From an optimization exercise on the open Yosys and OpenROAD flow, aimed at small area, a short achievable clock period and few clock cycles per item; shortcuts taken in it are not production practice. At most, simulation tests tie the RTL to the original design; equivalence was not proved.

==> trial 76 <==
// lstm_delta
module lstm_delta
(
    input  logic                     clk,
    input  logic                     xrst,
    input  logic                     in_valid,
    output logic                     in_ready,
    input  logic                     in_last,
    input  logic signed [15:0] i,
    input  logic signed [15:0] f,
    input  logic signed [15:0] o,
    input  logic signed [15:0] a,
    input  logic signed [15:0] tanh_c,
    input  logic signed [15:0] c_prev,
    input  logic signed [15:0] dh,
    input  logic signed [15:0] dc_next,
    output logic                     out_valid,
    input  logic                     out_ready,
    output logic                     out_last,
    output logic signed [15:0] di,
    output logic signed [15:0] df,
    output logic signed [15:0] do_,
    output logic signed [15:0] da,
    output logic signed [15:0] dc_prev
);
    logic en;
    logic v0, v1, v2, v3, v4, v5;
    logic [80:0] skid;
    logic [15:0] s0_i;
    logic [15:0] s0_f;
    logic [15:0] s0_o;
    logic [15:0] s0_a;
    logic [15:0] s0_tanh_c;
    logic [15:0] s0_c_prev;
    logic [23:0] s0_dh_enc;
    logic [15:0] s0_dc_next;
    logic [0:0] s0_last;
    logic [23:0] s1_m1_a;
    logic [23:0] s1_m1_b;
    logic [0:0] s1_m1_c;
    logic [23:0] s1_m2_a;
    logic [23:0] s1_m2_b;
    logic [0:0] s1_m2_c;
    logic [15:0] s1_n3_a;
    logic [15:0] s1_n3_b;
    logic [0:0] s1_n3_c;
    logic [0:0] s1_n3_f;
  ...
Settings: LEC_CHECK=0, ABC_AREA=1, ABC_CLOCK_PERIOD_IN_PS=3500, CAP_MARGIN=20, CORE_MARGIN=2, CORE_UTILIZATION=55, SLEW_MARGIN=20, SYNTH_HIERARCHICAL=1; clock period 12.0 ns.
run.sh (not shown) runs the stock make flow with config.mk's settings and CLKGATE_MAP_FILE= SYNTH_SCRIPT=/design/flow/synth_recipe.tcl, a recipe that flattens the netlist after the stock synthesis.
==> inputs of trial 47, as changes to trial 76 <==
--- a/flow/design.v
+++ b/flow/design.v
@@ -49,14 +49,15 @@
     output logic signed [15:0] di,
     output logic signed [15:0] df,
     output logic signed [15:0] do_,
     output logic signed [15:0] da,
     output logic signed [15:0] dc_prev
 );
     logic en;
+    logic held;
     logic v0, v1, v2, v3, v4, v5;
     logic [80:0] skid;
     logic [15:0] s0_i;
     logic [15:0] s0_f;
     logic [15:0] s0_o;
     logic [15:0] s0_a;
     logic [15:0] s0_tanh_c;
@@ -8850,20 +8851,20 @@
     wire c3da_ov = ~(&c3da_h[23:15] | ~(|c3da_h[23:15]));
     wire [15:0] c3da_v = c3da_ov ? (c3da_h[23] ? 16'h8000 : 16'h7fff) : c3da_h[15:0];
     wire [24:0] c3dp_s = {s5_dp_a, s5_dp_c} + {s5_dp_b, s5_dp_c};
     wire [23:0] c3dp_h = c3dp_s[24:1];
     wire c3dp_ov = ~(&c3dp_h[23:15] | ~(|c3dp_h[23:15]));
     wire [15:0] c3dp_v = c3dp_ov ? (c3dp_h[23] ? 16'h8000 : 16'h7fff) : c3dp_h[15:0];
     wire [80:0] res = {s5_last, c3di_v, c3df_v, s5_dov, c3da_v, c3dp_v};
-    assign en       = in_ready;
+    assign en       = ~held;
     always_ff @(posedge clk or negedge xrst) begin
         if (!xrst) begin
             v0 <= 1'b0; v1 <= 1'b0; v2 <= 1'b0; v3 <= 1'b0; v4 <= 1'b0; v5 <= 1'b0;
         end else if (en) begin
-            v0 <= in_valid; v1 <= v0; v2 <= v1; v3 <= v2; v4 <= v3; v5 <= v4;
+            v0 <= in_valid && in_ready; v1 <= v0; v2 <= v1; v3 <= v2; v4 <= v3; v5 <= v4;
         end
     end
     always_ff @(posedge clk) begin
         if (en) begin
             s0_i <= i;
             s0_f <= f;
             s0_o <= o;
@@ -8878,31 +8879,31 @@
             s1_m1_c <= m1_lo[8];
             s1_m2_a <= m2_r0[31:8];
             s1_m2_b <= m2_r1[31:8];
             s1_m2_c <= m2_lo[8];
             s1_n3_a <= n3_r0[23:8];
             s1_n3_b <= n3_r1[23:8];
             s1_n3_c <= n3_lo[8];
-            s1_n3_f <= (($signed(s0_tanh_c) >= 16'sd2897) || ($signed(s0_tanh_c) <= -16'sd2897));
+            s1_n3_f <= ((~s0_tanh_c[15] && (s0_tanh_c >= 16'd2897)) || (s0_tanh_c[15] && (s0_tanh_c <= 16'hf4af)));
             s1_n4_a <= n4_r0[23:8];
             s1_n4_b <= n4_r1[23:8];
             s1_n4_c <= n4_lo[8];
-            s1_n4_f <= (($signed(s0_a) >= 16'sd2897) || ($signed(s0_a) <= -16'sd2897));
+            s1_n4_f <= ((~s0_a[15] && (s0_a >= 16'd2897)) || (s0_a[15] && (s0_a <= 16'hf4af)));
             s1_gi_a <= gi_r0[23:8];
             s1_gi_b <= gi_r1[23:8];
             s1_gi_c <= gi_lo[8];
-            s1_gi_f <= (($signed(s0_i) >= 16'sd3028) || ($signed(s0_i) <= -16'sd2772));
+            s1_gi_f <= ((~s0_i[15] && (s0_i >= 16'd3028)) || (s0_i[15] && (s0_i <= 16'hf52c)));
             s1_gf_a <= gf_r0[23:8];
             s1_gf_b <= gf_r1[23:8];
             s1_gf_c <= gf_lo[8];
-            s1_gf_f <= (($signed(s0_f) >= 16'sd3028) || ($signed(s0_f) <= -16'sd2772));
+            s1_gf_f <= ((~s0_f[15] && (s0_f >= 16'd3028)) || (s0_f[15] && (s0_f <= 16'hf52c)));
             s1_go_a <= go_r0[23:8];
             s1_go_b <= go_r1[23:8];
             s1_go_c <= go_lo[8];
-            s1_go_f <= (($signed(s0_o) >= 16'sd3028) || ($signed(s0_o) <= -16'sd2772));
+            s1_go_f <= ((~s0_o[15] && (s0_o >= 16'd3028)) || (s0_o[15] && (s0_o <= 16'hf52c)));
             s1_i <= s0_i;
             s1_f <= s0_f;
             s1_a <= s0_a;
             s1_c_prev <= s0_c_prev;
             s1_dc_next <= s0_dc_next;
             s1_last <= s0_last;
             s2_m1 <= c1m1_v;
@@ -8955,29 +8956,37 @@
             s5_dp_a <= dp_r0[31:8];
             s5_dp_b <= dp_r1[31:8];
             s5_dp_c <= dp_lo[8];
             s5_dov <= s4_dov;
             s5_last <= s4_last;
         end
     end
+    logic held_n;
+    always_comb begin
+        held_n = held;
+        if (held) begin
+            if (out_ready) held_n = 1'b0;
+        end else if (out_valid && !out_ready && v5) begin
+            held_n = 1'b1;
+        end
+    end
     always_ff @(posedge clk or negedge xrst) begin
         if (!xrst) begin
             out_valid <= 1'b0;
-            in_ready  <= 1'b1;
-        end else if (!in_ready) begin
-            if (out_ready) in_ready <= 1'b1;
-        end else if (!out_valid || out_ready) begin
-            out_valid <= v5;
-        end else if (v5) begin
-            in_ready <= 1'b0;
+            in_ready  <= 1'b0;
+            held      <= 1'b0;
+        end else begin
+            held     <= held_n;
+            in_ready <= ~held_n;
+            if (!held && (!out_valid || out_ready)) out_valid <= v5;
         end
     end
     always_ff @(posedge clk) begin
-        if (in_ready) skid <= res;
-        if (!in_ready) begin
+        if (!held) skid <= res;
+        if (held) begin
             if (out_ready) {out_last, di, df, do_, da, dc_prev} <= skid;
         end else if (!out_valid || out_ready) begin
             {out_last, di, df, do_, da, dc_prev} <= res;
         end
     end
 endmodule
 `default_nettype wire
==> flow/flow/run.sh (new file) <==
#!/bin/bash
# Standard ORFS layout (the standard.sh, standard synthesis unchanged) with two
# changes to how the layout is optimised:
#  - port buffers use buf_4 instead of the default delay-buffer choice;
#  - timing repair aims for extra setup margin, so the resizer works on the
#    register-to-register paths although the 12 ns constraint is met anyway.
# The SDC (clock period, I/O delays, load) is the standard flow's, unchanged.
set -euo pipefail
bash standard.sh \
  "BUFFER_PORTS_ARGS=-buffer_cell sky130_fd_sc_hd__buf_4" \
  SETUP_SLACK_MARGIN=8.3 \
  finish > standard_flow.log 2>&1
==> flow/standard.sh (new file) <==
#!/bin/bash
# synth_recipe.tcl (not shown) runs the flow's synth.tcl, then flattens the netlist and writes it again
# the make line also repeats each setting of config.mk as NAME=value (left out here)
make -C /OpenROAD-flow-scripts/flow DESIGN_CONFIG=/design/flow/config.mk WORK_HOME=/design/flow/orfs CLKGATE_MAP_FILE= SYNTH_SCRIPT=/design/flow/synth_recipe.tcl "${@:-finish}"
Settings changed: CORE_UTILIZATION 55 to 65, CTS_CLUSTER_DIAMETER from default to 100, CTS_CLUSTER_SIZE from default to 22.
removed: flow/run.sh
==> results.cfg <==
[outcome]
status = finished clean

[die]
die_width_um = 496

[synth]
synthAdderAreaFrac_pct = 28.4
synth_seq_cells = 1463

[final_layout]
final_cells = 16400
final_util_pct = 59.4
multi_input_area_share_pct = 57.1

[place]
place_ws_ns = 7.28

[critical_path]
reg2reg_to = s5_dp_a[10]
path_cells = clkdlybuf4s50_1
That was trial 76.
==> results.cfg <==
[outcome]
status = finished clean

[die]
die_width_um = 455

[critical_path]
path_cells = buf_6
reg2reg_to = s5_da_a[12]

[final_layout]
multi_input_area_share_pct = 56.4

[synth]
synthAdderAreaFrac_pct = 28.5
That was trial 47.
Testbench counts of trial 47, summed over its fixed seeds: cycles 8,056, items 8,000.
The RTL of trial 76 was laid out without a check of its function.

-- what the ideal ports hide --
How much do the figures lean on ideal ports? The routed layouts below were timed once more, with nothing changed but the port constraints. Step 1: set_driving_cell puts a clkbuf_16 on clk and a buf_2 on each other input, an assumption about the parent block. Step 2 times the ports against the registers' clock, not the clock port: input delays grow and output delays shrink by t, the midpoint of the rising clock arrivals with the driver on. Three values: ideal, step 1, step 2; two values: the first two.
run | t, ns | setup slack, ns | worst hold slack (ns) | worst register clock-pin slew, ns | worst slew at a driven data input, ns
trial 76 | 0.909 | 7.095 / 7.000 / 7.126 | 0.393 / 0.393 / 0.393 | 0.07 / 0.07 | 0.09
trial 47 | 0.853 | 8.140 / 8.051 / 7.764 | 0.411 / 0.411 / 0.411 | 0.10 / 0.10 | 0.11
After both steps setup and hold are still met in every run listed. The setup slack of trial 47, which loses most, moves by -0.089 ns with the drivers and by -0.376 ns with both steps.
